Source: an optimization exercise on an open RTL-to-GDS flow (aim: small area and a short achievable clock period). Production flows keep margins and buffers that such runs may drop. RTL that was checked went through simulation tests only; none was proved equivalent to the original. Power figures rest on the tool's default switching activity, not on a simulated workload.

## TR
## logic_probe_trigger
module logic_probe_trigger #(
    parameter int WIDTH = 128,
    parameter int CNTW  = 16
) (
    input  logic                  clock,
    input  logic                  reset,
    input  logic                  arm,
    input  logic [WIDTH-1:0]      channels,
    input  logic [WIDTH-1:0]      match_mask,
    input  logic [WIDTH-1:0]      match_value,
    input  logic [WIDTH-1:0]      edge_mask,
    input  logic [CNTW-1:0]       occurrences,
    input  logic [CNTW-1:0]       delay,
    input  logic [CNTW-1:0]       sample_div,
    output logic [WIDTH-1:0]      channels_out,
    output logic                  trigger,
    output logic                  sample,
    output logic [1:0]            status
);
    localparam logic [1:0] IDLE  = 2'd0;
    localparam logic [1:0] ARMED = 2'd1;
    localparam logic [1:0] DELAY = 2'd2;
    localparam logic [1:0] FIRED = 2'd3;
    localparam int NGRP = WIDTH / 4;
    logic [1:0]       state_q;
    logic [1:0]       stat_q;
    logic             trigger_q;
    logic             sample_q;
    logic [WIDTH-1:0] ch_q;
    logic [WIDTH-1:0] chout_q;
    logic [WIDTH-1:0] mask_q;
    logic [WIDTH-1:0] value_q;
    logic [WIDTH-1:0] edge_q;
    logic [NGRP-1:0]  grp_q;
    logic [CNTW-1:0]  occ_cnt_q;
    logic             occ_dec_q;
    logic             occ_gt1_q;
    logic             occ_gt2_q;
  ...
Size: about 2200 cells after synthesis, roughly 730 flip-flops.
clock: 3.5 ns
lec_check: 0
cap_margin: 20
core_margin: 2
core_utilization: 72
cts_cluster_diameter: 80
cts_cluster_size: 30
setup_slack_margin: 1.6
slew_margin: 60
synth_hierarchical: 1
standard.sh (not shown) runs the stock make flow with config.mk's settings and CLKGATE_MAP_FILE= SYNTH_SCRIPT=/design/flow/synth_recipe.tcl, a recipe that flattens the netlist after the stock synthesis.
==> flow/flow/run.sh <==
#!/bin/bash
# Standard layout, with plain buffers (buf_1) on the ports instead of the default delay buffers,
# ABC told that gate outputs drive a light load (so that it does not pick x4 cells for the small
# single-gate modules of the design), and timing repair free to resize cells across footprints.
set -euo pipefail
bash standard.sh "BUFFER_PORTS_ARGS=-buffer_cell sky130_fd_sc_hd__buf_1" "ABC_LOAD_IN_FF=1" "MATCH_CELL_FOOTPRINT=0" finish > standard_make.log 2>&1
Input changes introduced in JK (baseline for comparison: TR):
- SLEW_MARGIN changed from 60 to 80
- SETUP_SLACK_MARGIN changed from 1.6 to 1.7
Measured against each other, JK and TR differ in final RePlAce weighted congestion, the higher figure coming from JK. On area of combinational cells with multiple inputs: between JK and TR, it ends up higher for JK. The total negative slack for setup checks was comparable across JK and TR. Side by side, number of cells upsized or downsized after cts turned out higher in JK than in TR. JK ends up with higher design area than TR does. Final cell count (lower): TR. Setup slack delta for JK relative to TR: 0.022 ns higher. Summary — time the final worst path needs with I/O delays and setup, JK relative to TR: lower, by 0.022 ns. Wire length per cell (TR / JK): 0.930. Of JK and TR, TR shows the lower fraction of power spent switching nets, with JK above it. For TR, the startpoint of the most critical setup path was occ_cnt_q[3]$_DFFE_PP_, unlike JK, where it was occ_cnt_q[2]$_DFFE_PP_. Setup fix buffers added after clock tree synthesis ends up lower on TR.
No run of this note included a check of the RTL's function; only the layout flow was run.

logic_probe_trigger, a different RTL version from the one above (not shown whole).
For scale: roughly 740 flip-flops, ~700 I/O pins.
## logic_probe_trigger
module logic_probe_trigger #(
    parameter int WIDTH = 128,
    parameter int CNTW  = 16
) (
    input  logic                  clock,
    input  logic                  reset,
    input  logic                  arm,
    input  logic [WIDTH-1:0]      channels,
    input  logic [WIDTH-1:0]      match_mask,
    input  logic [WIDTH-1:0]      match_value,
    input  logic [WIDTH-1:0]      edge_mask,
    input  logic [CNTW-1:0]       occurrences,
    input  logic [CNTW-1:0]       delay,
    input  logic [CNTW-1:0]       sample_div,
    output logic [WIDTH-1:0]      channels_out,
    output logic                  trigger,
    output logic                  sample,
    output logic [1:0]            status
);
    localparam logic [1:0] IDLE  = 2'd0;
    localparam logic [1:0] ARMED = 2'd1;
    localparam logic [1:0] DELAY = 2'd2;
    localparam logic [1:0] FIRED = 2'd3;
    localparam int NGRP = WIDTH / 4;
    logic [1:0]       state_q;
    logic [1:0]       stat_q;
    logic             trigger_q;
    logic             sample_q;
    logic [WIDTH-1:0] ch_q;
    logic [WIDTH-1:0] chout_q;
    logic [WIDTH-1:0] mask_q;
    logic [WIDTH-1:0] value_q;
    logic [WIDTH-1:0] edge_q;
    logic [NGRP-1:0]  grp_q;
  ...
export LEC_CHECK = 0
export CAP_MARGIN = 20
export CORE_MARGIN = 2
export CORE_UTILIZATION = 68
export CTS_CLUSTER_DIAMETER = 80
export CTS_CLUSTER_SIZE = 30
export SETUP_SLACK_MARGIN = 1.7
export SLEW_MARGIN = 20
export SYNTH_HIERARCHICAL = 1
create_clock -name core_clock -period 3.5 [get_ports {clock}]
==> flow/flow/run.sh <==
#!/bin/bash
# Standard layout, with plain buffers (buf_1) on the ports instead of the default delay buffers,
# and ABC told that gate outputs drive a light load (so that it does not pick x4 cells for the
# small single-gate modules of the design).
set -euo pipefail
bash standard.sh "BUFFER_PORTS_ARGS=-buffer_cell sky130_fd_sc_hd__buf_1" "ABC_LOAD_IN_FF=1" finish > standard_make.log 2>&1
Then changed:
CORE_UTILIZATION = 72   (was 68)
SETUP_SLACK_MARGIN = 1.8   (was 1.7)
After rerunning: Critical path depth goes down by 2; total power goes up by 3.3%; register-to-register slack stays flat; final area goes up by 3.9%; fmax goes up by 2.6%; global-route usage goes up by 4.0 points; core utilization goes up by 8.4 points; synthesized area does not change; wire length goes up by 17%; setup slack improves by 0.046 ns.
Then changed:
SETUP_SLACK_MARGIN = 1.7   (was 1.8)
Critical path depth fell by 6.
Power went down by 2.7%.
First-iteration DRC count drops by about 37%.
Setup slack gains 0.029 ns.
Sequential share of layout area rose by 2.1 points.
Then changed:
SETUP_SLACK_MARGIN = 1.6   (was 1.7)
=>
- die area is unchanged
- total power fell slightly
- sequential share of layout area rose by 0.49 points
- routed wire length fell by a few percent
- via count fell slightly
Then changed:
==> flow/flow/run.sh (replaced) <==
#!/bin/bash
# Standard layout, with plain buffers (buf_1) on the ports instead of the default delay buffers,
# ABC told that gate outputs drive a light load (so that it does not pick x4 cells for the small
# single-gate modules of the design), and timing repair free to resize cells across footprints.
set -euo pipefail
bash standard.sh "BUFFER_PORTS_ARGS=-buffer_cell sky130_fd_sc_hd__buf_1" "ABC_LOAD_IN_FF=1" "MATCH_CELL_FOOTPRINT=0" finish > standard_make.log 2>&1
SETUP_SLACK_MARGIN = 1.7   (was 1.6)
Maximum frequency went up by 7.0%. Area after synthesis does not change. Worst setup slack gets better by 0.13 ns. Clock-buffer cell count is unchanged.

## v6
Another version of the RTL of logic_probe_trigger (not shown whole).
For scale: ~2,400 cells after synthesis, about 730 flip-flops, ~700 I/O pins, about 27,000 um^2 of cells after synthesis.
Design logic_probe_trigger, start of the top module:
module logic_probe_trigger #(
    parameter int WIDTH = 128,
    parameter int CNTW  = 16
) (
    input  logic                  clock,
    input  logic                  reset,
    input  logic                  arm,
    input  logic [WIDTH-1:0]      channels,
    input  logic [WIDTH-1:0]      match_mask,
    input  logic [WIDTH-1:0]      match_value,
    input  logic [WIDTH-1:0]      edge_mask,
    input  logic [CNTW-1:0]       occurrences,
    input  logic [CNTW-1:0]       delay,
    input  logic [CNTW-1:0]       sample_div,
    output logic [WIDTH-1:0]      channels_out,
    output logic                  trigger,
    output logic                  sample,
    output logic [1:0]            status
);
clock: 3.5 ns
lec_check: 0
cap_margin: 20
core_margin: 2
core_utilization: 60
cts_cluster_diameter: 60
cts_cluster_size: 24
setup_slack_margin: 1.75
slew_margin: 20
synth_hierarchical: 1
==> flow/flow/run.sh <==
#!/bin/bash
# Standard layout, with plain buffers (buf_1) on the ports instead of the default delay buffers,
# and ABC told that gate outputs drive a light load (so that it does not pick x4 cells for the
# small single-gate modules of the design).
set -euo pipefail
bash standard.sh "BUFFER_PORTS_ARGS=-buffer_cell sky130_fd_sc_hd__buf_1" "ABC_LOAD_IN_FF=1" finish > standard_make.log 2>&1
v6: PASS, flow complete, no timing, DRC or antenna violations
> inputs changed (v6 -> v7)
# v6
export LEC_CHECK = 0
export CAP_MARGIN = 20
export CORE_MARGIN = 2
export CORE_UTILIZATION = 60
export CTS_CLUSTER_DIAMETER = 60
export CTS_CLUSTER_SIZE = 24
export SETUP_SLACK_MARGIN = 1.75
export SLEW_MARGIN = 20
export SYNTH_HIERARCHICAL = 1
create_clock -name core_clock -period 3.5 [get_ports {clock}]
# v7
export LEC_CHECK = 0
export CAP_MARGIN = 20
export CORE_MARGIN = 2
export CORE_UTILIZATION = 60
export CTS_CLUSTER_DIAMETER = 60
export CTS_CLUSTER_SIZE = 24
export SETUP_SLACK_MARGIN = 1.55
export SLEW_MARGIN = 20
export SYNTH_HIERARCHICAL = 1
create_clock -name core_clock -period 3.5 [get_ports {clock}]
--- outcome ---
Higher sequential cell area share among v6 and v7: v7
Diff v6 -> v7: worst setup skew after layout has remained practically unchanged, number of buffers created by CTS down about 2.3%.
Taking v7 as 1.0, v6 lands at 1.08 on leakage power summed over all cells.
Compared to v6, the router laid down less metal wire for v7.
Taking v6 as 1.0, v7 lands at 0.935 on first-iteration detailed-routing DRC count.
STATUS total number of vias: v7 wins against v6
v7 vs v6 — area overhead of the layout relative to synthesis dropped 6.2 points.

## job 5825
The RTL this note starts from:
==> flow/design.v <==
module logic_probe_trigger #(
    parameter int WIDTH = 128,
    parameter int CNTW  = 16
) (
    input  logic                  clock,
    input  logic                  reset,
    input  logic                  arm,
    input  logic [WIDTH-1:0]      channels,
    input  logic [WIDTH-1:0]      match_mask,
    input  logic [WIDTH-1:0]      match_value,
    input  logic [WIDTH-1:0]      edge_mask,
    input  logic [CNTW-1:0]       occurrences,
    input  logic [CNTW-1:0]       delay,
    input  logic [CNTW-1:0]       sample_div,
    output logic [WIDTH-1:0]      channels_out,
    output logic                  trigger,
    output logic                  sample,
    output logic [1:0]            status
);
    localparam logic [1:0] IDLE  = 2'd0;
    localparam logic [1:0] ARMED = 2'd1;
    localparam logic [1:0] DELAY = 2'd2;
    localparam logic [1:0] FIRED = 2'd3;
    localparam int NGRP = WIDTH / 4;
    logic [1:0]       state_q;
    logic [1:0]       stat_q;
    logic             trigger_q;
    logic             sample_q;
    logic [WIDTH-1:0] ch_q;
    logic [WIDTH-1:0] chout_q;
    logic [WIDTH-1:0] mask_q;
    logic [WIDTH-1:0] value_q;
    logic [WIDTH-1:0] edge_q;
    logic [NGRP-1:0]  grp_q;
    logic [CNTW-1:0]  occ_cnt_q;
    logic             occ_dec_q;
    logic             occ_gt1_q;
    logic             occ_gt2_q;
    logic [CNTW-1:0]  dly_cnt_q;
    logic             dly_zero_q;
    logic             dly_le1_q;
    logic [CNTW-1:0]  div_cnt_q;
    logic             div_zero_q;
    logic             arm_ok_s;
    logic             more_s;
    logic             count_s;
    logic [1:0]       hit_state_s;
    logic [1:0]       idle_state_s;
    logic [WIDTH-1:0] mask_d_s;
    logic [WIDTH-1:0] value_d_s;
    logic [WIDTH-1:0] edge_d_s;
    logic [5:0]       hit_d_s;
    logic [5:0]       idle_d_s;
    logic [5:0]       next_d_s;
    assign arm_ok_s = arm && (state_q != FIRED);
    logic [CNTW-1:0] occ_dec_s, dly_dec_s, div_dec_s;
    lpt_dec u_dec_occ (.x(occ_cnt_q), .y(occ_dec_s));
    lpt_dec u_dec_dly (.x(dly_cnt_q), .y(dly_dec_s));
    lpt_dec u_dec_div (.x(div_cnt_q), .y(div_dec_s));
    for (genvar i = 0; i < WIDTH; i++) begin : g_cfg
        lpt_mux u_m (.s(arm), .a(match_mask[i]),  .b(mask_q[i]),  .y(mask_d_s[i]));
        lpt_mux u_v (.s(arm), .a(match_value[i]), .b(value_q[i]), .y(value_d_s[i]));
        lpt_mux u_e (.s(arm), .a(edge_mask[i]),   .b(edge_q[i]),  .y(edge_d_s[i]));
    end
    logic [WIDTH-1:0] bit_ok_s;
    logic [NGRP-1:0]  grp_d_s;
    for (genvar i = 0; i < WIDTH; i++) begin : g_bit
        lpt_bit_ok u_ok (.q(channels[i]), .qq(ch_q[i]), .m(mask_d_s[i]), .v(value_d_s[i]),
                         .e(edge_d_s[i]), .ok(bit_ok_s[i]));
    end
    for (genvar i = 0; i < NGRP; i++) begin : g_l1
        lpt_nand4 u_n (.a(bit_ok_s[4*i +: 4]), .y(grp_d_s[i]));
    end
    logic [15:0] grp8_s;
    logic [3:0]  grp32_n_s;
    logic [5:0]  grp64_s;
    for (genvar i = 0; i < 16; i++) begin : g_l2
        lpt_nor2 u_n (.a(grp_q[2*i +: 2]), .y(grp8_s[i]));
    end
    for (genvar i = 0; i < 4; i++) begin : g_l3
        lpt_nand4 u_n (.a(grp8_s[4*i +: 4]), .y(grp32_n_s[i]));
    end
    for (genvar i = 0; i < 6; i++) begin : g_l4
        lpt_nor2 u_n (.a(grp32_n_s[2*(i%2) +: 2]), .y(grp64_s[i]));
    end
    for (genvar i = 0; i < 6; i++) begin : g_sel
        lpt_sel u_s (.a(grp64_s[2*(i/2)]), .b(grp64_s[2*(i/2)+1]), .h(hit_d_s[i]),
                     .i(idle_d_s[i]), .y(next_d_s[i]));
    end
    always_comb begin
        more_s  = occ_dec_q ? occ_gt2_q : occ_gt1_q;
        count_s = (state_q == ARMED) && !arm_ok_s;
        if (arm_ok_s) begin
            idle_state_s = ARMED;
            hit_state_s  = ARMED;
        end else if (state_q == ARMED) begin
            idle_state_s = ARMED;
            hit_state_s  = more_s ? ARMED : (dly_zero_q ? FIRED : DELAY);
        end else if (state_q == DELAY && dly_le1_q) begin
            idle_state_s = FIRED;
            hit_state_s  = FIRED;
        end else begin
            idle_state_s = state_q;
            hit_state_s  = state_q;
        end
        if (reset) begin
            idle_state_s = IDLE;
            hit_state_s  = IDLE;
        end
        hit_d_s  = {count_s && more_s && !reset, hit_state_s == FIRED, hit_state_s, hit_state_s};
        idle_d_s = {1'b0, idle_state_s == FIRED, idle_state_s, idle_state_s};
    end
    always_ff @(posedge clock) begin
        if (reset) begin
            ch_q    <= {WIDTH{1'b0}};
            chout_q <= {WIDTH{1'b0}};
        end else begin
            ch_q    <= channels;
            chout_q <= ch_q;
        end
    end
    always_ff @(posedge clock) begin
        mask_q  <= mask_d_s;
        value_q <= value_d_s;
        edge_q  <= edge_d_s;
        grp_q   <= grp_d_s;
    end
    always_ff @(posedge clock) begin
        state_q   <= next_d_s[1:0];
        stat_q    <= next_d_s[3:2];
        trigger_q <= next_d_s[4];
        occ_dec_q <= next_d_s[5];
    end
    always_ff @(posedge clock) begin
        if (arm) begin
            occ_cnt_q <= (occurrences == {CNTW{1'b0}}) ? {{(CNTW-1){1'b0}}, 1'b1} : occurrences;
            occ_gt1_q <= |occurrences[CNTW-1:1];
            occ_gt2_q <= |occurrences[CNTW-1:2] | &occurrences[1:0];
        end else if (occ_dec_q) begin
            occ_cnt_q <= occ_dec_s;
            occ_gt1_q <= |occ_cnt_q[CNTW-1:2] | &occ_cnt_q[1:0];
            occ_gt2_q <= |occ_cnt_q[CNTW-1:2];
        end
    end
    always_ff @(posedge clock) begin
        if (arm) begin
            dly_cnt_q  <= delay;
            dly_zero_q <= delay == {CNTW{1'b0}};
            dly_le1_q  <= ~|delay[CNTW-1:1];
        end else if (state_q == DELAY) begin
            dly_cnt_q  <= dly_dec_s;
            dly_le1_q  <= ~|dly_cnt_q[CNTW-1:2] & ~&dly_cnt_q[1:0];
        end
    end
    always_ff @(posedge clock) begin
        if (reset) begin
            div_cnt_q  <= {CNTW{1'b0}};
            div_zero_q <= 1'b1;
            sample_q   <= 1'b0;
        end else if (div_zero_q) begin
            div_cnt_q  <= sample_div;
            div_zero_q <= sample_div == {CNTW{1'b0}};
            sample_q   <= 1'b1;
        end else begin
            div_cnt_q  <= div_dec_s;
            div_zero_q <= ~|div_cnt_q[CNTW-1:1] & div_cnt_q[0];
            sample_q   <= 1'b0;
        end
    end
    assign channels_out = chout_q;
    assign trigger      = trigger_q;
    assign sample       = sample_q;
    assign status       = stat_q;
endmodule
module lpt_bit_ok (
    input  logic q,
    input  logic qq,
    input  logic m,
    input  logic v,
    input  logic e,
    output logic ok
);
    logic diff_s;   
    logic same_s;   
    lpt_xor2 u_d (.a(q), .b(v), .y(diff_s));
    lpt_xnor2 u_s (.a(q), .b(qq), .y(same_s));
    lpt_aoi32 u_o (.a1(m), .a2(e), .a3(same_s), .b1(m), .b2(diff_s), .y(ok));
endmodule
module lpt_xor2 (
    input  logic a,
    input  logic b,
    output logic y
);
    assign y = a ^ b;
endmodule
module lpt_xnor2 (
    input  logic a,
    input  logic b,
    output logic y
);
    assign y = ~(a ^ b);
endmodule
module lpt_aoi32 (
    input  logic a1,
    input  logic a2,
    input  logic a3,
    input  logic b1,
    input  logic b2,
    output logic y
);
    assign y = ~((a1 & a2 & a3) | (b1 & b2));
endmodule
module lpt_mux (
    input  logic s,
    input  logic a,
    input  logic b,
    output logic y
);
    assign y = s ? a : b;
endmodule
module lpt_nand4 (
    input  logic [3:0] a,
    output logic       y
);
    assign y = ~&a;
endmodule
module lpt_nor2 (
    input  logic [1:0] a,
    output logic       y
);
    assign y = ~|a;
endmodule
module lpt_sel (
    input  logic a,
    input  logic b,
    input  logic h,
    input  logic i,
    output logic y
);
    assign y = (a & b) ? h : i;
endmodule
module lpt_dec (
    input  logic [15:0] x,
    output logic [15:0] y
);
    logic [15:0] flip;
    always_comb begin
        for (int i = 0; i < 16; i++) flip[i] = ~|(x & ((16'd1 << i) - 16'd1));
        y = x ^ flip;
    end
endmodule
Settings: LEC_CHECK=0, CAP_MARGIN=20, CORE_MARGIN=2, CORE_UTILIZATION=72, CTS_CLUSTER_DIAMETER=80, CTS_CLUSTER_SIZE=30, SETUP_SLACK_MARGIN=1.85, SLEW_MARGIN=20, SYNTH_HIERARCHICAL=1; clock period 3.5 ns.
Scripts as last shown in full above: flow/flow/run.sh
Job 5825: done, clean on timing, DRC and antenna
Here is what was changed in the inputs of job 5841 compared with job 5825.
Settings: SETUP_SLACK_MARGIN changed from 1.85 to 1.7.
Notes after the runs:
Job 5841: flow completed, timing, DRC and antenna clean. For the power per cell area, job 5841 came in about 1.3% higher than job 5825 did. Going from job 5825 to job 5841, static leakage power shrank by a few percent. Job 5841 ended with less met2 wire length than job 5825. Route | job 5841 vs job 5825 | wire shorter in job 5841. Going from job 5825 to job 5841, worst path setup slack after routing grew by 67 ps; met3 wire length -8.8%; post-placement setup slack higher; internal power consumption down about 0.7%.
> inputs changed (job 5841 -> job 2175)
Settings: GPL_TIMING_DRIVEN newly set to 1.
==> comparison <==
From job 2175 to job 5841, transition time at the pin with the least slew margin did not move at all.
Diff job 2175..job 5841 | met3 layer wire length in the routed design | unchanged
Summary of job 2175 over job 5841: vertical die dimension closely matched the old numbers; adder-cell share of the synthesized area roughly the same.
Between job 2175 and job 5841, the combined area of the multi-input logic cells does not differ in any meaningful way.
Part of the power in combinational logic across job 2175 and job 5841: no real change.
No functional check of the RTL was part of any run of this note.

separate check: timing with driven ports:
No port has a modelled driver above. Below, the same layouts with a new extraction and two added sets of constraints.
Step 1, drivers: a clkbuf_16 drives clock and a buf_2 each remaining input, both assumed.
Step 2 also shifts input and output timing later by t, the mid clock arrival at the registers, as if the neighbouring blocks saw the same clock.
a / b / c = no drivers / after step 1 / after step 2; a / b = the first two.
| run | shift t [ns] | slack for setup (ns) | worst setup path at the end | clock arrival spread, ns | worst register clock-pin slew, ns |
|---|---|---|---|---|---|
| TR | 0.661 | 1.607 / 1.565 / 1.066 | input to register | 0.030 / 0.029 | 0.12 / 0.12 |
| JK | 0.665 | 1.629 / 1.625 / 1.027 | input to register | 0.018 / 0.018 | 0.12 / 0.12 |
| the first run of note 2 | 0.635 | 1.647 / 1.573 / 0.938 | input to register | 0.031 / 0.031 | 0.11 / 0.11 |
| the second run of note 2 | 0.625 | 1.693 / 1.626 / 1.000 | input to register | 0.027 / 0.027 | 0.12 / 0.12 |
| the third run of note 2 | 0.615 | 1.722 / 1.666 / 1.125 | input to register | 0.017 / 0.017 | 0.11 / 0.11 |
| the fourth run of note 2 | 0.613 | 1.561 / 1.560 / 0.977 | input to register | 0.019 / 0.019 | 0.11 / 0.11 |
| the fifth run of note 2 | 0.614 | 1.688 / 1.650 / 1.088 | input to register | 0.018 / 0.018 | 0.11 / 0.11 |
| v6 | 0.660 | 1.681 / 1.652 / 1.101 | input to register | 0.026 / 0.026 | 0.09 / 0.09 |
| v7 | 0.646 | 1.585 / 1.527 / 0.983 | input to register | 0.016 / 0.016 | 0.09 / 0.09 |
| job 5825 | 0.662 | 1.529 / 1.529 / 1.020 | input to register | 0.032 / 0.032 | 0.12 / 0.12 |
| job 5841 | 0.659 | 1.596 / 1.596 / 1.052 | input to register | 0.023 / 0.023 | 0.12 / 0.12 |
| job 2175 | 0.659 | 1.596 / 1.596 / 1.052 | input to register | 0.023 / 0.023 | 0.12 / 0.12 |
After both steps setup and hold are still met in every run listed. For the first run of note 2, which loses most, drivers alone change the setup slack by -0.074 ns; drivers and shift together by -0.709 ns.
